From an optimization exercise on the open Yosys and OpenROAD flow, aimed at small area, a short achievable clock period and few clock cycles per item; shortcuts taken in it are not production practice.
Only simulation tests tie the RTL to the original design; equivalence was not proved.
Power is estimated from default activity; no workload was simulated.

==> v37 <==
==> flow/design.v <==
`timescale 1ns/1ns
`default_nettype none
package vec_isa_pkg;
	localparam int word_bits     = 64;
	localparam int instr_bits    = 32;
	localparam int reg_count     = 32;
	localparam int reg_addr_bits = 5;
	localparam int imm_bits      = 16;
	localparam int opcode_pos = 0;
	localparam int rd_pos     = 6;
	localparam int rs_pos     = 11;
	localparam int rt_pos     = 16;
	localparam int ppp_pos    = 21;
	localparam int ww_pos     = 24;
	localparam int funct_pos  = 26;
	localparam int imm_pos    = 16;  
	typedef logic [0:word_bits-1] word_t;  
	typedef enum logic [5:0] {
		op_vld   = 6'b100000,
		op_vsd   = 6'b100001,
		op_rtype = 6'b101010
	} opcode_e;  
	typedef enum logic [5:0] {
		f_and = 6'd0,
		f_or  = 6'd1,
		f_xor = 6'd2,
		f_not = 6'd3,
		f_mov = 6'd4,
		f_add = 6'd5,
		f_sub = 6'd6
	} funct_e;
	typedef enum logic [1:0] {w8, w16, w32, w64} lane_e;
	typedef enum logic [2:0] {
		p_all   = 3'd0,
		p_upper = 3'd1,  
		p_lower = 3'd2,
		p_even  = 3'd3,  
		p_odd   = 3'd4
	} ppp_e;
endpackage
`default_nettype wire
`timescale 1ns/1ns
`default_nettype none
package vec_pipe_pkg;
	localparam int addr_bits = 32;
	typedef struct packed {
		logic                                        wb_en;
		logic                                        use_alu;  
		logic [5:0]                                  funct;
		logic [1:0]                                 ww;
		logic [2:0]                                 ppp;
		logic [5-1:0]       rd;
		logic [5-1:0]       rs;
		logic [5-1:0]       rt;
		logic [0:63]                          rs_data;  
		logic [0:63]                          rt_data;
	} ex_op_t;
	typedef struct packed {
		logic                                        en;
		logic [5-1:0]       rd;
		logic [2:0]                                 ppp;
		logic [0:63]                          data;
	} wb_t;
	typedef struct packed {
		logic                                        en;
		logic                                        wr_en;
		logic [addr_bits-1:0]                        addr;
		logic [0:63]                          wdata;
	} mem_req_t;
	function automatic [0:63] merge_ppp(input logic [0:63] old_data,
		input logic [0:63] new_data, input logic [2:0] ppp);
		logic [0:63] merged;
		int b;
		merged = old_data;
		for (b = 0; b < 64 / 8; b++)
		begin
			if (ppp == 3'd0
				|| (ppp == 3'd1 && b < 4)
				|| (ppp == 3'd2 && b >= 4)
				|| (ppp == 3'd3 && b % 2 == 0)
				|| (ppp == 3'd4 && b % 2 == 1))
				merged[8*b +: 8] = new_data[8*b +: 8];
		end
		merge_ppp = merged;  
	endfunction
endpackage
`default_nettype wire
`timescale 1ns/1ns
`default_nettype none
module vec_regfile (
	input  wire logic         clk,
	input  wire logic         reset,
	input  wire logic [31:1]  sel_a,     
	input  wire logic [31:1]  sel_b,
	output logic [63:0]       rd_a,
	output logic [63:0]       rd_b,
	input  wire logic [31:1]  wr_reg,    
	input  wire logic [7:0]   wr_bytes,  
	input  wire logic [63:0]  wr_data
);
	logic [63:0] regs [1:31];
	logic [63:0] wr_d;
	assign wr_d = reset ? 64'b0 : wr_data;
	always_ff @(posedge clk)
	begin
		for (int k = 1; k < 32; k++)
			for (int b = 0; b < 8; b++)
				if (reset || (wr_reg[k] && wr_bytes[b]))
					regs[k][8*b +: 8] <= wr_d[8*b +: 8];
	end
	always_comb
	begin
		rd_a = '0;
		rd_b = '0;
		for (int k = 1; k < 32; k++)
		begin
			rd_a = rd_a | (regs[k] & {64{sel_a[k]}});
			rd_b = rd_b | (regs[k] & {64{sel_b[k]}});
		end
	end
endmodule
`default_nettype wire
`timescale 1ns/1ns
`default_nettype none
module vec_alu (
	input  wire logic [63:0]  a,
	input  wire logic [63:0]  b,
	input  wire logic [3:0]   tt,
	input  wire logic         arith,
	input  wire logic         is_sub,
	input  wire logic [7:0]   lane_start,  
	output logic [63:0]       result
);
	logic [63:0] b_in;
	logic [63:0] g;
	logic [63:0] p;
	logic [63:0] carry;  
	assign b_in = b ^ {64{is_sub}};
	always_comb
	begin
		g = a & b_in;
		p = a ^ b_in;
		for (int k = 1; k < 8; k++)
			if (lane_start[k])
			begin
				g[8*k-1] = is_sub;
				p[8*k-1] = 1'b0;
			end
		g[0] = g[0] | (p[0] & is_sub);  
	end
	always_comb
	begin
		logic [63:0] gg;
		logic [63:0] pp;
		gg = g;
		pp = p;
		for (int l = 0; l < 6; l++)
			for (int i = 0; i < 64; i++)
				if ((i >> l) & 1)
				begin
					gg[i] = gg[i] | (pp[i] & gg[((i >> l) << l) - 1]);
					pp[i] = pp[i] & pp[((i >> l) << l) - 1];
				end
		carry = {gg[62:0], is_sub};
	end
	always_comb
	begin
		for (int i = 0; i < 64; i++)
			result[i] = tt[{a[i], b[i]}] ^ (arith & carry[i]);
	end
endmodule
`default_nettype wire
`timescale 1ns/1ns
`default_nettype none
module vec_core (
	input  wire logic         clk,
	input  wire logic         reset,
	input  wire logic [31:0]  instruction,
	output logic [31:0]       pc,
	input  wire logic [63:0]  mem_rdata,
	output logic              mem_en,
	output logic              mem_wr_en,
	output logic [31:0]       mem_addr,
	output logic [63:0]       mem_wdata
);
	localparam logic [5:0] OP_LD = 6'b100000;
	localparam logic [5:0] OP_SD = 6'b100001;
	localparam logic [5:0] OP_RT = 6'b101010;
	function automatic logic [7:0] ppp_mask(input logic [2:0] ppp);
		case (ppp)
			3'd0:    ppp_mask = 8'hff;
			3'd1:    ppp_mask = 8'hf0;  
			3'd2:    ppp_mask = 8'h0f;  
			3'd3:    ppp_mask = 8'haa;  
			3'd4:    ppp_mask = 8'h55;  
			default: ppp_mask = 8'h00;
		endcase
	endfunction
	function automatic logic [31:1] onehot(input logic [4:0] r);
		for (int k = 1; k < 32; k++)
			onehot[k] = (r == 5'(k));
	endfunction
	logic [31:0] ir_q;        
	logic [31:0] hold_q;      
	logic        ir_v_q;
	logic        use_hold_q;
	logic        stall;
	logic [31:0] s1_ins;
	logic        s1_v;
	logic        rst;
	always_ff @(posedge clk)
	begin
		rst    <= reset;
		ir_q   <= instruction;
		hold_q <= s1_ins;
		ir_v_q <= !reset;
		if (rst)
		begin
			use_hold_q <= 1'b0;
			pc         <= {31'b0, !reset};  
		end
		else
		begin
			use_hold_q <= stall;
			if (!stall)
				pc <= pc + 32'd1;
		end
	end
	assign s1_ins = use_hold_q ? hold_q : ir_q;
	assign s1_v   = use_hold_q || ir_v_q;
	logic [5:0]  s1_op;
	logic [4:0]  s1_rd;
	logic [4:0]  s1_rs;
	logic [4:0]  s1_rt;
	logic [4:0]  s1_rb;
	logic [15:0] s1_imm;
	logic        s1_ld;
	logic        s1_sd;
	logic        s1_alu;
	assign s1_op  = s1_ins[31:26];
	assign s1_rd  = s1_ins[25:21];
	assign s1_rs  = s1_ins[20:16];
	assign s1_rt  = s1_ins[15:11];
	assign s1_imm = s1_ins[15:0];
	assign s1_ld  = s1_v && (s1_op == OP_LD);
	assign s1_sd  = s1_v && (s1_op == OP_SD);
	assign s1_alu = s1_v && (s1_op == OP_RT);
	assign s1_rb  = (s1_op == OP_SD) ? s1_rd : s1_rt;  
	logic        s2_v, s2_ld, s2_sd, s2_alu, s2_wen;
	logic [4:0]  s2_rd, s2_ra, s2_rb;
	logic [15:0] s2_imm;
	logic [7:0]  s2_mask;
	logic [1:0]  s2_ww;
	logic [5:0]  s2_fn;
	logic [7:0]  s2_wt_a, s2_wt_b;  
	logic        s3_ld, s3_sd, s3_wen;
	logic [4:0]  s3_rd;
	logic [15:0] s3_imm;
	logic [7:0]  s3_mask;
	logic [63:0] s3_a, s3_b;
	logic [7:0]  s3_fw_a, s3_fw_b;  
	logic [3:0]  s3_tt;     
	logic        s3_arith, s3_sub;
	logic [7:0]  s3_lane;
	logic [31:1] w_reg;   
	logic [7:0]  w_mask;
	logic [63:0] w_data;
	logic        sb0_v;
	logic [15:0] sb0_addr;
	logic [63:0] sb0_data;
	logic [15:0] mem_addr_q;
	logic        n0_v;              
	logic        pop;       
	logic        push;      
	logic        addr_hit;
	logic        ld_go;
	assign pop  = mem_wr_en;
	assign push = s3_sd;
	assign addr_hit = (s2_sd && s2_imm == s1_imm) || (s3_sd && s3_imm == s1_imm)
		|| (sb0_v && !pop && sb0_addr == s1_imm);
	assign stall = s1_ld && (addr_hit || (n0_v && s2_sd));
	assign ld_go = s1_ld && !stall;
	always_ff @(posedge clk)
	begin
		if (rst)
		begin
			s2_v   <= 1'b0;
			s2_ld  <= 1'b0;
			s2_sd  <= 1'b0;
			s2_alu <= 1'b0;
			s2_wen <= 1'b0;
		end
		else
		begin
			s2_v   <= s1_v && !stall;
			s2_ld  <= ld_go;
			s2_sd  <= s1_sd;
			s2_alu <= s1_alu;
			s2_wen <= (ld_go || s1_alu) && (s1_rd != 5'd0);
		end
		s2_rd    <= s1_rd;
		s2_ra    <= s1_rs;
		s2_rb    <= s1_rb;
		s2_imm   <= s1_imm;
		s2_mask  <= (s1_op == OP_LD) ? 8'hff : ppp_mask(s1_ins[10:8]);
		s2_ww    <= s1_ins[7:6];
		s2_fn    <= s1_ins[5:0];
		s2_wt_a  <= (s3_wen && s3_rd == s1_rs) ? s3_mask : 8'h00;
		s2_wt_b  <= (s3_wen && s3_rd == s1_rb) ? s3_mask : 8'h00;
	end
	logic [63:0] rf_a, rf_b;
	logic [63:0] s2_a, s2_b;
	vec_regfile i_vec_regfile (
		.clk      (clk),
		.reset    (rst),
		.sel_a    (onehot(s2_ra)),
		.sel_b    (onehot(s2_rb)),
		.rd_a     (rf_a),
		.rd_b     (rf_b),
		.wr_reg   (w_reg),
		.wr_bytes (w_mask),
		.wr_data  (w_data)
	);
	always_comb
	begin
		for (int k = 0; k < 8; k++)
		begin
			s2_a[8*k +: 8] = s2_wt_a[k] ? w_data[8*k +: 8] : rf_a[8*k +: 8];
			s2_b[8*k +: 8] = s2_wt_b[k] ? w_data[8*k +: 8] : rf_b[8*k +: 8];
		end
	end
	always_ff @(posedge clk)
	begin
		if (rst)
		begin
			s3_ld  <= 1'b0;
			s3_sd  <= 1'b0;
			s3_wen <= 1'b0;
		end
		else
		begin
			s3_ld  <= s2_ld;
			s3_sd  <= s2_sd && s2_v;
			s3_wen <= s2_wen && s2_v;
		end
		s3_rd    <= s2_rd;
		s3_imm   <= s2_imm;
		s3_mask  <= s2_mask;
		s3_a     <= s2_a;
		s3_b     <= s2_b;
		s3_fw_a  <= (s3_wen && s3_rd == s2_ra) ? s3_mask : 8'h00;
		s3_fw_b  <= (s3_wen && s3_rd == s2_rb) ? s3_mask : 8'h00;
		case (s2_fn)
			6'd0:    s3_tt <= 4'b1000;  
			6'd1:    s3_tt <= 4'b1110;  
			6'd2:    s3_tt <= 4'b0110;  
			6'd3:    s3_tt <= 4'b0011;  
			6'd4:    s3_tt <= 4'b1100;  
			6'd5:    s3_tt <= 4'b0110;  
			6'd6:    s3_tt <= 4'b1001;  
			default: s3_tt <= 4'b0000;
		endcase
		if (s2_ld)
			s3_tt <= 4'b0000;
		s3_arith <= !s2_ld && ((s2_fn == 6'd5) || (s2_fn == 6'd6));
		s3_sub   <= (s2_fn == 6'd6);
		case (s2_ww)
			2'd0:    s3_lane <= 8'hff;
			2'd1:    s3_lane <= 8'h55;
			2'd2:    s3_lane <= 8'h11;
			default: s3_lane <= 8'h01;
		endcase
	end
	logic [63:0] op_a, op_b;
	logic [63:0] alu_result;
	always_comb
	begin
		for (int k = 0; k < 8; k++)
		begin
			op_a[8*k +: 8] = s3_fw_a[k] ? w_data[8*k +: 8] : s3_a[8*k +: 8];
			op_b[8*k +: 8] = s3_fw_b[k] ? w_data[8*k +: 8] : s3_b[8*k +: 8];
		end
	end
	vec_alu i_vec_alu (
		.a          (op_a),
		.b          (op_b),
		.tt         (s3_tt),
		.arith      (s3_arith),
		.is_sub     (s3_sub),
		.lane_start (s3_lane),
		.result     (alu_result)
	);
	always_ff @(posedge clk)
	begin
		if (rst)
			w_reg <= '0;
		else
			w_reg <= s3_wen ? onehot(s3_rd) : '0;
		w_mask <= s3_mask;
		w_data <= alu_result | (mem_rdata & {64{s3_ld}});  
	end
	always_comb
	begin
		n0_v = push || (sb0_v && !pop);
	end
	always_ff @(posedge clk)
	begin
		if (rst)
		begin
			sb0_v     <= 1'b0;
			mem_en    <= 1'b0;
			mem_wr_en <= 1'b0;
		end
		else
		begin
			sb0_v     <= n0_v;
			mem_en    <= ld_go || n0_v;
			mem_wr_en <= !ld_go && n0_v;
		end
		if (push)
		begin
			sb0_addr <= s3_imm;
			sb0_data <= op_b;
		end
		mem_addr_q <= ld_go ? s1_imm : (push ? s3_imm : sb0_addr);
	end
	assign mem_addr  = {16'h0000, mem_addr_q};
	assign mem_wdata = sb0_data;
endmodule
`default_nettype wire
==> flow/flow/run.sh <==
#!/bin/bash
# The standard layout, with the timing repair steps aiming for a setup slack
# margin (the SDC and its clock period are unchanged).
set -euo pipefail
MARGIN=$(cat flow/margin.txt)
bash standard.sh SETUP_SLACK_MARGIN="$MARGIN" finish > standard_flow.log 2>&1
==> flow/flow/margin.txt <==
13.2
==> flow/standard.sh <==
#!/bin/bash
# synth_recipe.tcl (not shown) runs the flow's synth.tcl, then flattens the netlist and writes it again
# the make line also repeats each setting of config.mk as NAME=value (left out here)
make -C /OpenROAD-flow-scripts/flow DESIGN_CONFIG=/design/flow/config.mk WORK_HOME=/design/flow/orfs CLKGATE_MAP_FILE= SYNTH_SCRIPT=/design/flow/synth_recipe.tcl "${@:-finish}"
==> flow/config.mk <==
export PLATFORM = sky130hd
export DESIGN_NAME = vec_core
export DESIGN_NICKNAME = vec_core
export VERILOG_FILES = /design/flow/design.v
export SDC_FILE = /design/flow/constraint.sdc
export NUM_CORES = 4
export LEC_CHECK = 0
export CAP_MARGIN = 20
export CORE_MARGIN = 2
export CORE_UTILIZATION = 40
export SLEW_MARGIN = 20
==> flow/constraint.sdc <==
create_clock -name core_clock -period 18.0 [get_ports {clk}]
set_input_delay 3.6000 -clock core_clock [delete_from_list [all_inputs] [get_ports {clk}]]
set_output_delay 3.6000 -clock core_clock [all_outputs]
set_load 0.01 [all_outputs]
==> v8 (differences from v37) <==
--- a/flow/design.v
+++ b/flow/design.v
@@ -202,7 +202,5 @@
 	endfunction
 	logic [31:0] ir_q;        
-	logic [31:0] hold_q;      
 	logic        ir_v_q;
-	logic        use_hold_q;
 	logic        stall;
 	logic [31:0] s1_ins;
@@ -212,21 +210,14 @@
 	begin
 		rst    <= reset;
-		ir_q   <= instruction;
-		hold_q <= s1_ins;
 		ir_v_q <= !reset;
+		if (!stall)
+			ir_q <= instruction;
 		if (rst)
-		begin
-			use_hold_q <= 1'b0;
-			pc         <= {31'b0, !reset};  
-		end
+			pc <= {31'b0, !reset};  
 		else
-		begin
-			use_hold_q <= stall;
-			if (!stall)
-				pc <= pc + 32'd1;
-		end
+			pc <= pc + {31'b0, !stall};  
 	end
-	assign s1_ins = use_hold_q ? hold_q : ir_q;
-	assign s1_v   = use_hold_q || ir_v_q;
+	assign s1_ins = ir_q;
+	assign s1_v   = ir_v_q;
 	logic [5:0]  s1_op;
 	logic [4:0]  s1_rd;
@@ -262,5 +253,8 @@
 	logic [3:0]  s3_tt;     
 	logic        s3_arith, s3_sub;
+	logic [1:0]  s3_ww;
 	logic [7:0]  s3_lane;
+	logic        w_en;
+	logic [4:0]  w_rd;
 	logic [31:1] w_reg;   
 	logic [7:0]  w_mask;
@@ -309,4 +303,5 @@
 		s2_wt_b  <= (s3_wen && s3_rd == s1_rb) ? s3_mask : 8'h00;
 	end
+	assign w_reg = onehot(w_rd) & {31{w_en}};
 	logic [63:0] rf_a, rf_b;
 	logic [63:0] s2_a, s2_b;
@@ -365,9 +360,13 @@
 		s3_arith <= !s2_ld && ((s2_fn == 6'd5) || (s2_fn == 6'd6));
 		s3_sub   <= (s2_fn == 6'd6);
-		case (s2_ww)
-			2'd0:    s3_lane <= 8'hff;
-			2'd1:    s3_lane <= 8'h55;
-			2'd2:    s3_lane <= 8'h11;
-			default: s3_lane <= 8'h01;
+		s3_ww    <= s2_ww;
+	end
+	always_comb
+	begin
+		case (s3_ww)
+			2'd0:    s3_lane = 8'hff;
+			2'd1:    s3_lane = 8'h55;
+			2'd2:    s3_lane = 8'h11;
+			default: s3_lane = 8'h01;
 		endcase
 	end
@@ -394,7 +393,8 @@
 	begin
 		if (rst)
-			w_reg <= '0;
+			w_en <= 1'b0;
 		else
-			w_reg <= s3_wen ? onehot(s3_rd) : '0;
+			w_en <= s3_wen;
+		w_rd   <= s3_rd;
 		w_mask <= s3_mask;
 		w_data <= alu_result | (mem_rdata & {64{s3_ld}});  
CORE_UTILIZATION = 55   (was 40)
CTS_CLUSTER_DIAMETER = 100   (was default)
CTS_CLUSTER_SIZE = 20   (was default)
PLACE_DENSITY = 0.62   (was default)
==> metrics.md <==
| Metric | Value |
|---|---|
| N_diodes | 23 |
| Post-synth EDFFs | 2080 |
| Leakage power | 40.6 nW |
| Net Sw Power | 3.46 mW |
| Launch point of the worst reg-to-reg path | s2_ra[0] |
| Area share of fa/ha/maj cells after synthesis | 0.768% |
| Initial core utilization | a little under three fifths |
| Status | no timing/DRC/antenna violations |
| Share of post-route cells with drive strength above 1 | between 10 and 15% |
| Via density | 8.22 |
| FF+latch area | between 60000 and 70000 um2 |
# the run above: v8

==> metrics.md <==
| Metric | Value |
|---|---|
| Met3 Wirelength | 95300 um |
| Share of post-route cells with drive strength above 1 | 13.2% |
| FF+latch area | 70200 um2 |
| Initial core utilization | 40.3% |
| N_diodes | 32 |
| Leakage power | 43.0 nW |
| Class of the worst hold path | reg -> reg |
| Via density | between 7 and 8 |
| Post-synth EDFFs | 2049 |
| Area share of fa/ha/maj cells after synthesis | 0.746% |
| CP Launch Point | pc[0] |
| Net Sw Power | roughly 4 mW |
| Status | no timing/DRC/antenna violations |
| Launch point of the worst reg-to-reg path | s2_rb[3] |
# the run above: v37

Testbench counts of v37, summed over its fixed seeds: cycles 13,748, instrs 13,436.
Testbench counts of v8, summed over its fixed seeds: cycles 13,748, instrs 13,436.

re-timing with driven ports:
In the flow no input, the clock included, has a driving cell. The finished layouts below were timed again as built, in two steps.
Step 1 sets driving cells, clkbuf_16 on the clock port and buf_2 on the other inputs (assumed; they add their load-dependent delay and slew).
Step 2 adds t to the input delays and takes it off the output delays; t is the mean of the earliest and latest rising clock arrival at the registers after step 1. Input paths then give back, and output paths get back, about the clock's delay inside the block.
a / b / c = no drivers / after step 1 / after step 2; a / b = the first two.
run	shift t [ns]	slack for setup (ns)	latest minus earliest clock arrival (ns)	worst slew at a driven data input, ns
v37	1.039	12.864 / 12.763 / 13.051	0.062 / 0.062	0.10
v8	0.946	13.014 / 12.918 / 13.232	0.042 / 0.042	0.08
After both steps setup and hold are still met in every run listed.
